This design comes from an exercise in tuning for a short achievable clock period and few clock cycles on the open sky130 flow, not from production work. In this exercise RTL edits were held to simulation tests only and were not proved equivalent to the original. No activity file was given, so power comes from the tool's default toggle rates.

### flow/design.v
`default_nettype none
package viper_pkg;
	typedef logic [32-1:0] word_t;
	typedef logic [20-1:0] addr_t;
	typedef logic [2-1:0] reg_sel_t;
	typedef enum logic [1:0] {
		st_fetch   = 2'd0,
		st_decode  = 2'd1,
		st_access  = 2'd2,
		st_execute = 2'd3
	} seq_state_t;
	typedef enum logic [2-1:0] {
		mode_imm    = 2'd0,
		mode_direct = 2'd1,
		mode_index1 = 2'd2,
		mode_index2 = 2'd3
	} operand_mode_t;
	typedef enum logic [4-1:0] {
		op_neg    = 4'd0,
		op_push   = 4'd1,
		op_load_a = 4'd2,
		op_load_b = 4'd3,
		op_add_a  = 4'd4,
		op_add_b  = 4'd5,
		op_sub_a  = 4'd6,
		op_sub_b  = 4'd7,
		op_add_c  = 4'd8,
		op_sub_c  = 4'd9,
		op_add_d  = 4'd10,
		op_sub_d  = 4'd11,
		op_shift  = 4'd12,
		op_nop_a  = 4'd13,
		op_nop_b  = 4'd14,
		op_nop_c  = 4'd15
	} func_op_t;
	typedef enum logic [3-1:0] {
		dest_r0          = 3'd0,
		dest_r1          = 3'd1,
		dest_r2          = 3'd2,
		dest_r3          = 3'd3,
		dest_pc_if_set   = 3'd4,
		dest_pc_if_clear = 3'd5,
		dest_none        = 3'd6,
		dest_store       = 3'd7
	} dest_t;
endpackage
`default_nettype wire
`timescale 1ns/100ps
`default_nettype none
module instr_decoder (
	input  viper_pkg::word_t     instr,
	output viper_pkg::reg_sel_t       src_sel,
	output viper_pkg::operand_mode_t  mode,
	output viper_pkg::dest_t          dest,
	output logic           is_compare,
	output viper_pkg::func_op_t       func,
	output viper_pkg::addr_t          tail,
	output logic           needs_read,
	output logic           is_store
);
	assign src_sel = viper_pkg::reg_sel_t'(instr[29 +: 2]);
	assign mode = viper_pkg::operand_mode_t'(instr[27 +: 2]);
	assign dest = viper_pkg::dest_t'(instr[24 +: 3]);
	assign is_compare = instr[23];
	assign func = viper_pkg::func_op_t'(instr[19 +: 4]);
	assign tail = instr[20-1:0];
	assign is_store = !is_compare && (dest == viper_pkg::dest_store);
	assign needs_read = (mode != viper_pkg::mode_imm) && !is_store;
endmodule
`default_nettype wire
`timescale 1ns/100ps
`default_nettype none
module register_file (
	input  logic     clock,
	input  logic     reset,
	input  logic     exec,
	input  viper_pkg::reg_sel_t src_sel,
	output viper_pkg::word_t         src_value,
	output viper_pkg::word_t         pc,
	output viper_pkg::word_t         index1,
	output viper_pkg::word_t         index2,
	input  logic     wr_en,
	input  viper_pkg::reg_sel_t wr_sel,
	input  viper_pkg::word_t    wr_value,
	input  logic     push,
	input  viper_pkg::word_t    push_target
);
	viper_pkg::word_t reg0;
	viper_pkg::word_t reg1;
	viper_pkg::word_t reg2;
	viper_pkg::word_t reg3;
	viper_pkg::word_t pc_next;
	assign pc_next = viper_pkg::word_t'(reg3[29-1:0]) + viper_pkg::word_t'(8);
	assign pc = reg3;
	assign index1 = reg1;
	assign index2 = reg2;
	always_comb begin
		case (src_sel)
			2'd0: src_value = reg0;
			2'd1: src_value = reg1;
			2'd2: src_value = reg2;
			default: src_value = pc_next;
		endcase
	end
	always_ff @(posedge clock or posedge reset) begin
		if (reset) begin
			reg0 <= '0;
			reg1 <= '0;
			reg2 <= '0;
			reg3 <= '0;
		end else if (exec) begin
			reg3 <= pc_next;
			if (push) begin
				reg2 <= pc_next;
				reg3 <= push_target;
			end else if (wr_en) begin
				case (wr_sel)
					2'd0: reg0 <= wr_value;
					2'd1: reg1 <= wr_value;
					2'd2: reg2 <= wr_value;
					default: reg3 <= wr_value;
				endcase
			end
		end
	end
endmodule
`default_nettype wire
`timescale 1ns/100ps
`default_nettype none
module exec_unit (
	input  logic     clock,
	input  logic     reset,
	input  logic     exec,
	input  logic     is_compare,
	input  viper_pkg::func_op_t func,
	input  viper_pkg::dest_t    dest,
	input  viper_pkg::word_t    src_value,
	input  viper_pkg::word_t    operand,
	output logic          wr_en,
	output viper_pkg::reg_sel_t      wr_sel,
	output viper_pkg::word_t         wr_value,
	output logic          push,
	output logic          flag
);
	logic [2:0] cmp_code;
	logic       cmp_or;
	logic       cmp_valid;
	logic       less;
	logic       greater;
	logic       equal;
	logic       relation;
	logic       writes_reg;
	logic       dest_ok;
	viper_pkg::word_t      sum;
	viper_pkg::word_t      diff;
	assign cmp_code = func[2:0];
	assign cmp_or = func[3];
	assign cmp_valid = (cmp_code < 3'd6);
	assign less = $signed(src_value) < $signed(operand);
	assign greater = $signed(src_value) > $signed(operand);
	assign equal = (src_value == operand);
	always_comb begin
		case (cmp_code)
			3'd0: relation = less;
			3'd1: relation = !less;
			3'd2: relation = equal;
			3'd3: relation = !equal;
			3'd4: relation = !greater;
			default: relation = greater;
		endcase
	end
	always_ff @(posedge clock or posedge reset) begin
		if (reset) begin
			flag <= 1'b0;
		end else if (exec && is_compare && cmp_valid) begin
			flag <= relation || (cmp_or && flag);
		end
	end
	assign sum = src_value + operand;
	assign diff = src_value - operand;
	always_comb begin
		case (func)
			viper_pkg::op_neg: wr_value = '0 - operand;
			viper_pkg::op_add_a, viper_pkg::op_add_b, viper_pkg::op_add_c, viper_pkg::op_add_d:
				wr_value = viper_pkg::word_t'(sum[30-1:0]);
			viper_pkg::op_sub_a, viper_pkg::op_sub_b, viper_pkg::op_sub_c, viper_pkg::op_sub_d:
				wr_value = viper_pkg::word_t'(diff[30-1:0]);
			default: wr_value = operand;
		endcase
	end
	assign writes_reg = !is_compare && !(func == viper_pkg::op_push || func == viper_pkg::op_shift ||
		func == viper_pkg::op_nop_a || func == viper_pkg::op_nop_b || func == viper_pkg::op_nop_c);
	always_comb begin
		case (dest)
			viper_pkg::dest_r0, viper_pkg::dest_r1, viper_pkg::dest_r2, viper_pkg::dest_r3: dest_ok = 1'b1;
			viper_pkg::dest_pc_if_set: dest_ok = flag;
			viper_pkg::dest_pc_if_clear: dest_ok = !flag;
			default: dest_ok = 1'b0;
		endcase
	end
	assign wr_sel = dest[2] ? viper_pkg::reg_sel_t'(2'd3) : viper_pkg::reg_sel_t'(dest[1:0]);
	assign wr_en = writes_reg && dest_ok;
	assign push = !is_compare && (func == viper_pkg::op_push) && (dest != viper_pkg::dest_store);
endmodule
`default_nettype wire
`timescale 1ns/100ps
`default_nettype none
module bus_sequencer (
	input  logic          clock,
	input  logic          reset,
	input  viper_pkg::word_t         datai,
	input  viper_pkg::word_t         pc,
	input  viper_pkg::word_t         index1,
	input  viper_pkg::word_t         index2,
	input  viper_pkg::word_t         src_value,
	input  viper_pkg::addr_t         tail,
	input  viper_pkg::operand_mode_t mode,
	input  logic          needs_read,
	input  logic          is_store,
	output viper_pkg::word_t              instr,
	output viper_pkg::word_t              operand,
	output logic               exec,
	output viper_pkg::addr_t              addr,
	output logic               rd,
	output logic               wr,
	output viper_pkg::word_t              datao
);
	viper_pkg::seq_state_t state;
	viper_pkg::addr_t      eff_addr;
	always_comb begin
		case (mode)
			viper_pkg::mode_index1: eff_addr = tail + index1[20-1:0];
			viper_pkg::mode_index2: eff_addr = tail + index2[20-1:0];
			default: eff_addr = tail;
		endcase
	end
	always_ff @(posedge clock or posedge reset) begin
		if (reset) begin
			state <= viper_pkg::st_fetch;
			addr <= '0;
			rd <= 1'b0;
			wr <= 1'b0;
			datao <= '0;
		end else begin
			rd <= 1'b0;
			wr <= 1'b0;
			case (state)
				viper_pkg::st_fetch: begin
					addr <= pc[20-1:0];
					rd <= 1'b1;
					state <= viper_pkg::st_decode;
				end
				viper_pkg::st_decode: begin
					state <= viper_pkg::st_access;
				end
				viper_pkg::st_access: begin
					addr <= eff_addr;
					rd <= needs_read;
					wr <= is_store;
					if (is_store) begin
						datao <= src_value;
					end
					state <= viper_pkg::st_execute;
				end
				default: begin
					state <= viper_pkg::st_fetch;
				end
			endcase
		end
	end
	always_ff @(posedge clock) begin
		if (state == viper_pkg::st_decode) begin
			instr <= datai;
		end
	end
	assign operand = needs_read ? datai : viper_pkg::word_t'(tail);
	assign exec = (state == viper_pkg::st_execute);
endmodule
`default_nettype wire
`timescale 1ns/100ps
`default_nettype none
module viper_cpu (
	input  logic  clock,
	input  logic  reset,
	input  viper_pkg::word_t datai,
	output viper_pkg::addr_t      addr,
	output logic       rd,
	output logic       wr,
	output viper_pkg::word_t      datao
);
	viper_pkg::word_t         instr;
	viper_pkg::word_t         operand;
	logic          exec;
	viper_pkg::word_t         pc;
	viper_pkg::word_t         index1;
	viper_pkg::word_t         index2;
	viper_pkg::word_t         src_value;
	viper_pkg::reg_sel_t      src_sel;
	viper_pkg::operand_mode_t mode;
	viper_pkg::dest_t         dest;
	logic          is_compare;
	viper_pkg::func_op_t      func;
	viper_pkg::addr_t         tail;
	logic          needs_read;
	logic          is_store;
	logic          wr_en;
	viper_pkg::reg_sel_t      wr_sel;
	viper_pkg::word_t         wr_value;
	logic          push;
	bus_sequencer bus_sequencer_inst (
		.clock(clock), .reset(reset), .datai(datai), .pc(pc),
		.index1(index1), .index2(index2), .src_value(src_value), .tail(tail),
		.mode(mode), .needs_read(needs_read), .is_store(is_store),
		.instr(instr), .operand(operand), .exec(exec),
		.addr(addr), .rd(rd), .wr(wr), .datao(datao)
	);
	instr_decoder instr_decoder_inst (
		.instr(instr), .src_sel(src_sel), .mode(mode), .dest(dest),
		.is_compare(is_compare), .func(func), .tail(tail),
		.needs_read(needs_read), .is_store(is_store)
	);
	register_file register_file_inst (
		.clock(clock), .reset(reset), .exec(exec), .src_sel(src_sel),
		.src_value(src_value), .pc(pc), .index1(index1), .index2(index2),
		.wr_en(wr_en), .wr_sel(wr_sel), .wr_value(wr_value),
		.push(push), .push_target(operand)
	);
	exec_unit exec_unit_inst (
		.clock(clock), .reset(reset), .exec(exec), .is_compare(is_compare),
		.func(func), .dest(dest), .src_value(src_value), .operand(operand),
		.wr_en(wr_en), .wr_sel(wr_sel), .wr_value(wr_value), .push(push),
		.flag()
	);
endmodule
`default_nettype wire
### flow/run.sh
#!/bin/bash
# synth_recipe.tcl (not shown) runs the flow's synth.tcl, then flattens the netlist and writes it again
# the make line also repeats each setting of config.mk as NAME=value (left out here)
make -C /OpenROAD-flow-scripts/flow DESIGN_CONFIG=/design/flow/config.mk WORK_HOME=/design/flow/orfs CLKGATE_MAP_FILE= SYNTH_SCRIPT=/design/flow/synth_recipe.tcl finish
### flow/config.mk
export PLATFORM = sky130hd
export DESIGN_NAME = viper_cpu
export DESIGN_NICKNAME = viper_cpu
export VERILOG_FILES = /design/flow/design.v
export SDC_FILE = /design/flow/constraint.sdc
export NUM_CORES = 4
export LEC_CHECK = 0
export CAP_MARGIN = 20
export CORE_MARGIN = 2
export CORE_UTILIZATION = 40
export SLEW_MARGIN = 20
### flow/constraint.sdc
create_clock -name core_clock -period 6.5 [get_ports {clock}]
set_input_delay 1.3000 -clock core_clock [delete_from_list [all_inputs] [get_ports {clock}]]
set_output_delay 1.3000 -clock core_clock [all_outputs]
set_load 0.01 [all_outputs]
==> impl_metrics.json <==
{
  "ys_types": 71,
  "die_h_um": 199,
  "detail_route.vias_per_cell": 5.88,
  "peakVddDrop_mv": 0.165,
  "crit_chain": "buf_4, nor2_1, nor2_2, a21oi_2, nor2b_1, a21oi_1, xor2_1, ha_1, or4_1, o2111a_1, o31ai_2, o211ai_1, a21oi_1, xnor2_1, a21oi_1, a21oi_1, mux2_2",
  "hold_viol_final": 0,
  "ys.flop_type": "dfrtp_1",
  "syn_nets": 1752,
  "io_pins": 88,
  "seq_area_frac_synth": 0.361,
  "power.density_mw_per_mm2": 192,
  "synth.most_common_cell": "dfrtp_1",
  "worstPathRequired_ns": 6.93,
  "r2r_slack_ns": 0.81,
  "setup_viol": 0,
  "route.detailed.drc": 0,
  "cts_sinks": 213,
  "drv_cap": 0,
  "hold_path_depth": 2,
  "netlist_instances": 1629,
  "path_clk_slew_ns": 0.06,
  "grt_pass1_wl_um": 76700,
  "drtIter0Drc": 1041,
  "ys_ff_latch": 213,
  "fin_nets": 1840,
  "arrival_ns": 6.12,
  "finalWeightedCongestion": 0.938,
  "fp.dieW_um": 199,
  "numCtsBuffers": 26,
  "critical-path-slowest-cell": "nor2_1",
  "io_buffers": 87,
  "core_mm2": 0.0375,
  "relSlewSlack": 0.230,
  "crit_path_max_incr_delay_ns": 0.71,
  "drive_gt1_frac": 0.131,
  "min_path_type": "reg -> reg",
  "async_reset_ff_frac": 0.854,
  "fin_util": 0.471,
  "path_delay_family": "compound AO/OA/AOI/OAI gates",
  "cp-start-kind": "flip-flop",
  "multiInputGateArea_mm2": 0.00927,
  "status": "no timing/DRC/antenna violations",
  "p_total_w": 0.00339,
  "end_kind": "flip-flop",
  "fin_crit_ns": 5.69,
  "clk-insertion-delay-late_ns": 0.56,
  "setup_tns_ns": 0,
  "syn-cell-area_mm2": 0.0152,
  "cp_max_fo": 11,
  "yosysTopAreaCell": "dfrtp_1",
  "crit_buf_inv": 1,
  "wire_per_inst_um": 22.2,
  "synth.avg_cell_area_um2": 9.32,
  "synthTopCellsByArea": "dfrtp_1 (30%), ha_1 (7.2%), edfxtp_1 (6.1%)",
  "worst_hold_path.endpoint": "register_file_inst.reg1[20]",
  "slew_violations": 0,
  "fmax_ghz": 0.176,
  "cts_root_buf": "clkbuf_16",
  "synth_commonest_cells": "dfrtp_1 (182), nor2_1 (175), a21oi_1 (169), nand2_1 (127), o21ai_0 (88)",
  "fill_cells": 3610,
  "grt_remaining_overflow": 0,
  "clk_path_buf_depth": 3,
  "register_area_mm2": 0.00549,
  "fin_crit_sh": 0.875,
  "hold_ws_ns": 0.485,
  "rr_endpoint": "register_file_inst.reg2[27]",
  "antenna_found_initial": 0,
  "worstSetupPathType": "reg -> reg",
  "grt_pass1_vias": 12900,
  "drtPass1Iterations": 5,
  "power.leakage_nw": 7.44,
  "start_util": 0.405,
  "hp-start": "register_file_inst.reg1[20]",
  "worst_pin_slew_ns": 1.15,
  "cts_max_level": 1,
  "area_growth_pct": 16.4,
  "wl_um": 49900,
  "grt_start_max_net_pins": 71,
  "yosysWarnings": 3,
  "num_antenna_cells": 0,
  "path_common_cell": "a21oi_1",
  "r2r_start": "bus_sequencer_inst.instr[28]",
  "dieArea_mm2": 0.0395,
  "synth-edff-count": 31,
  "rsz0062_at_grt": "false",
  "reg2reg_depth": 17,
  "cts_hold_buf": 0,
  "cts_setup_buffers": 0,
  "skew_ns": 0.0210,
  "critPathLaunch": "bus_sequencer_inst.instr[28]",
  "ant_nets": 0,
  "cts_resized": 0,
  "cts_tree": "done",
  "row_count": 71,
  "grtUsageTotal": 0.255,
  "dp_hpwl_um": 36200,
  "synth.top_cell.area_share": 0.300,
  "vias": 13200
}
==> placed cells by master, fill, tap and decap left out, types with 9 or more instances in the layout <==
| cell | synthesis | routed |
|---|---|---|
| buf_4 | 0 | 55 |
| a211oi_1 | 29 | 29 |
| nand4_1 | 18 | 18 |
| o211ai_1 | 11 | 11 |
| o21ai_0 | 88 | 87 |
| and2_1 | 9 | 9 |
| ha_1 | 87 | 86 |
| clkbuf_16 | 0 | 27 |
| nand3_1 | 32 | 32 |
| clkdlybuf4s50_1 | 0 | 87 |
| o22ai_1 | 27 | 27 |
| nand2_1 | 127 | 125 |
| mux4_2 | 30 | 30 |
| xnor2_1 | 54 | 53 |
| or3_1 | 12 | 12 |
| nor2_1 | 175 | 173 |
| and3_1 | 11 | 11 |
| edfxtp_1 | 31 | 31 |
| inv_1 | 48 | 47 |
| a21o_1 | 28 | 28 |
| a31oi_1 | 13 | 13 |
| nor2b_1 | 24 | 24 |
| dfrtp_1 | 182 | 182 |
| mux2i_1 | 54 | 54 |
| xor2_1 | 70 | 69 |
| a221oi_1 | 9 | 9 |
| nor3_1 | 27 | 27 |
| mux2_2 | 76 | 76 |
| a21oi_1 | 169 | 169 |
==> power by group <==
group / total, W / switching [W] / internal [W]
Sequential: 0.00146 / 0.0000439 / 0.00141
Clock: 0.00142 / 0.000623 / 0.000802
Combinational: 0.000504 / 0.000262 / 0.000242
Total: 0.00339 / 0.000929 / 0.00246
==> area by class of cell <==
class	count	share of cell area
Multi-Input combinational cell	1286	0.524
Sequential cell	213	0.310
Clock buffer	33	0.0395
Clock inverter	15	0.00630
Timing Repair Buffer	142	0.0726
Inverter	48	0.0106
Tap cell	511	0.0362
==> stage by stage <==
stage                     setup slack, ns  area (um^2)  cells
after global routing                0.537        17700   2248
after global placement              0.422        16800   2200
after detailed placement            0.320        16900   2200
after CTS                           0.901        17700   2248
final                               0.815        17700   2248
after floorplan                     0.256        15200   1629
==> state kept, by name, summed over array words and instances, names as in the netlist <==
| name | count |
|---|---|
| bus_sequencer_inst.addr | 20 |
| bus_sequencer_inst.datao | 32 |
| bus_sequencer_inst.instr | 31 |
| bus_sequencer_inst.rd | 1 |
| bus_sequencer_inst.state | 2 |
| bus_sequencer_inst.wr | 1 |
| exec_unit_inst.flag | 1 |
| register_file_inst.reg0 | 32 |
| register_file_inst.reg1 | 32 |
| register_file_inst.reg2 | 32 |
| register_file_inst.reg3 | 29 |
==> tightest hold or removal path: stages, from the launching register on <==
cell and delay (ns):
dfrtp_1 0.34, nand2_1 0.05, o21ai_0 0.06
==> how the worst max path moves through the flow <==
stage	to	slack (ns)	cells past startpoint
after floorplan	bus_sequencer_inst.addr[0]	0.26	1
after global placement	register_file_inst.reg3[28]	0.42	20
after detailed placement	register_file_inst.reg2[28]	0.32	20
after CTS	register_file_inst.reg2[28]	0.90	20
after global routing	register_file_inst.reg2[28]	0.54	20
final	register_file_inst.reg2[27]	0.81	17
==> cells by family after synthesis <==
| group | after synthesis | share of synthesized area |
|---|---|---|
| compound gates | 433 | 0.175 |
| xor+xnor | 124 | 0.0715 |
| fa+ha+maj | 90 | 0.0750 |
| buf+inv | 130 | 0.0330 |
| flops | 213 | 0.361 |
| mux | 160 | 0.136 |
| simple gates | 479 | 0.147 |
==> metal layers <==
metal,track usage,vias to the layer above,share of wire
li1,-,6146,-
met1,0.347,6448,0.44
met2,0.412,510,0.46
met3,0.0334,104,0.064
met4,0.0998,0,0.038
met5,0,-,0
Testbench counts, summed over its fixed seeds: cycles 131,652.

afterwards: timing with drivers on the ports:
No port has a modelled driver above. Below, the same layout with a new extraction and two added sets of constraints.
Step 1, drivers: a clkbuf_16 drives clock and a buf_2 each remaining input, both assumed.
Step 2 adds t to the input delays and takes it off the output delays; t is the mean of the earliest and latest rising clock arrival at the registers after step 1. Input paths then give back, and output paths get back, about the clock's delay inside the block.
Three values: ideal ports, drivers, drivers and shift; two values: the first two.
t (ns): 0.595
setup slack, ns: 0.815 / 0.815 / 0.245
clock arrival spread, ns: 0.021 / 0.021
worst register clock-pin slew, ns: 0.07 / 0.07
pins driven straight from the clock port: 1
After both steps setup and hold are still met in this run. The setup slack of this run moves by 0.000 ns with the drivers and by -0.570 ns with both steps.
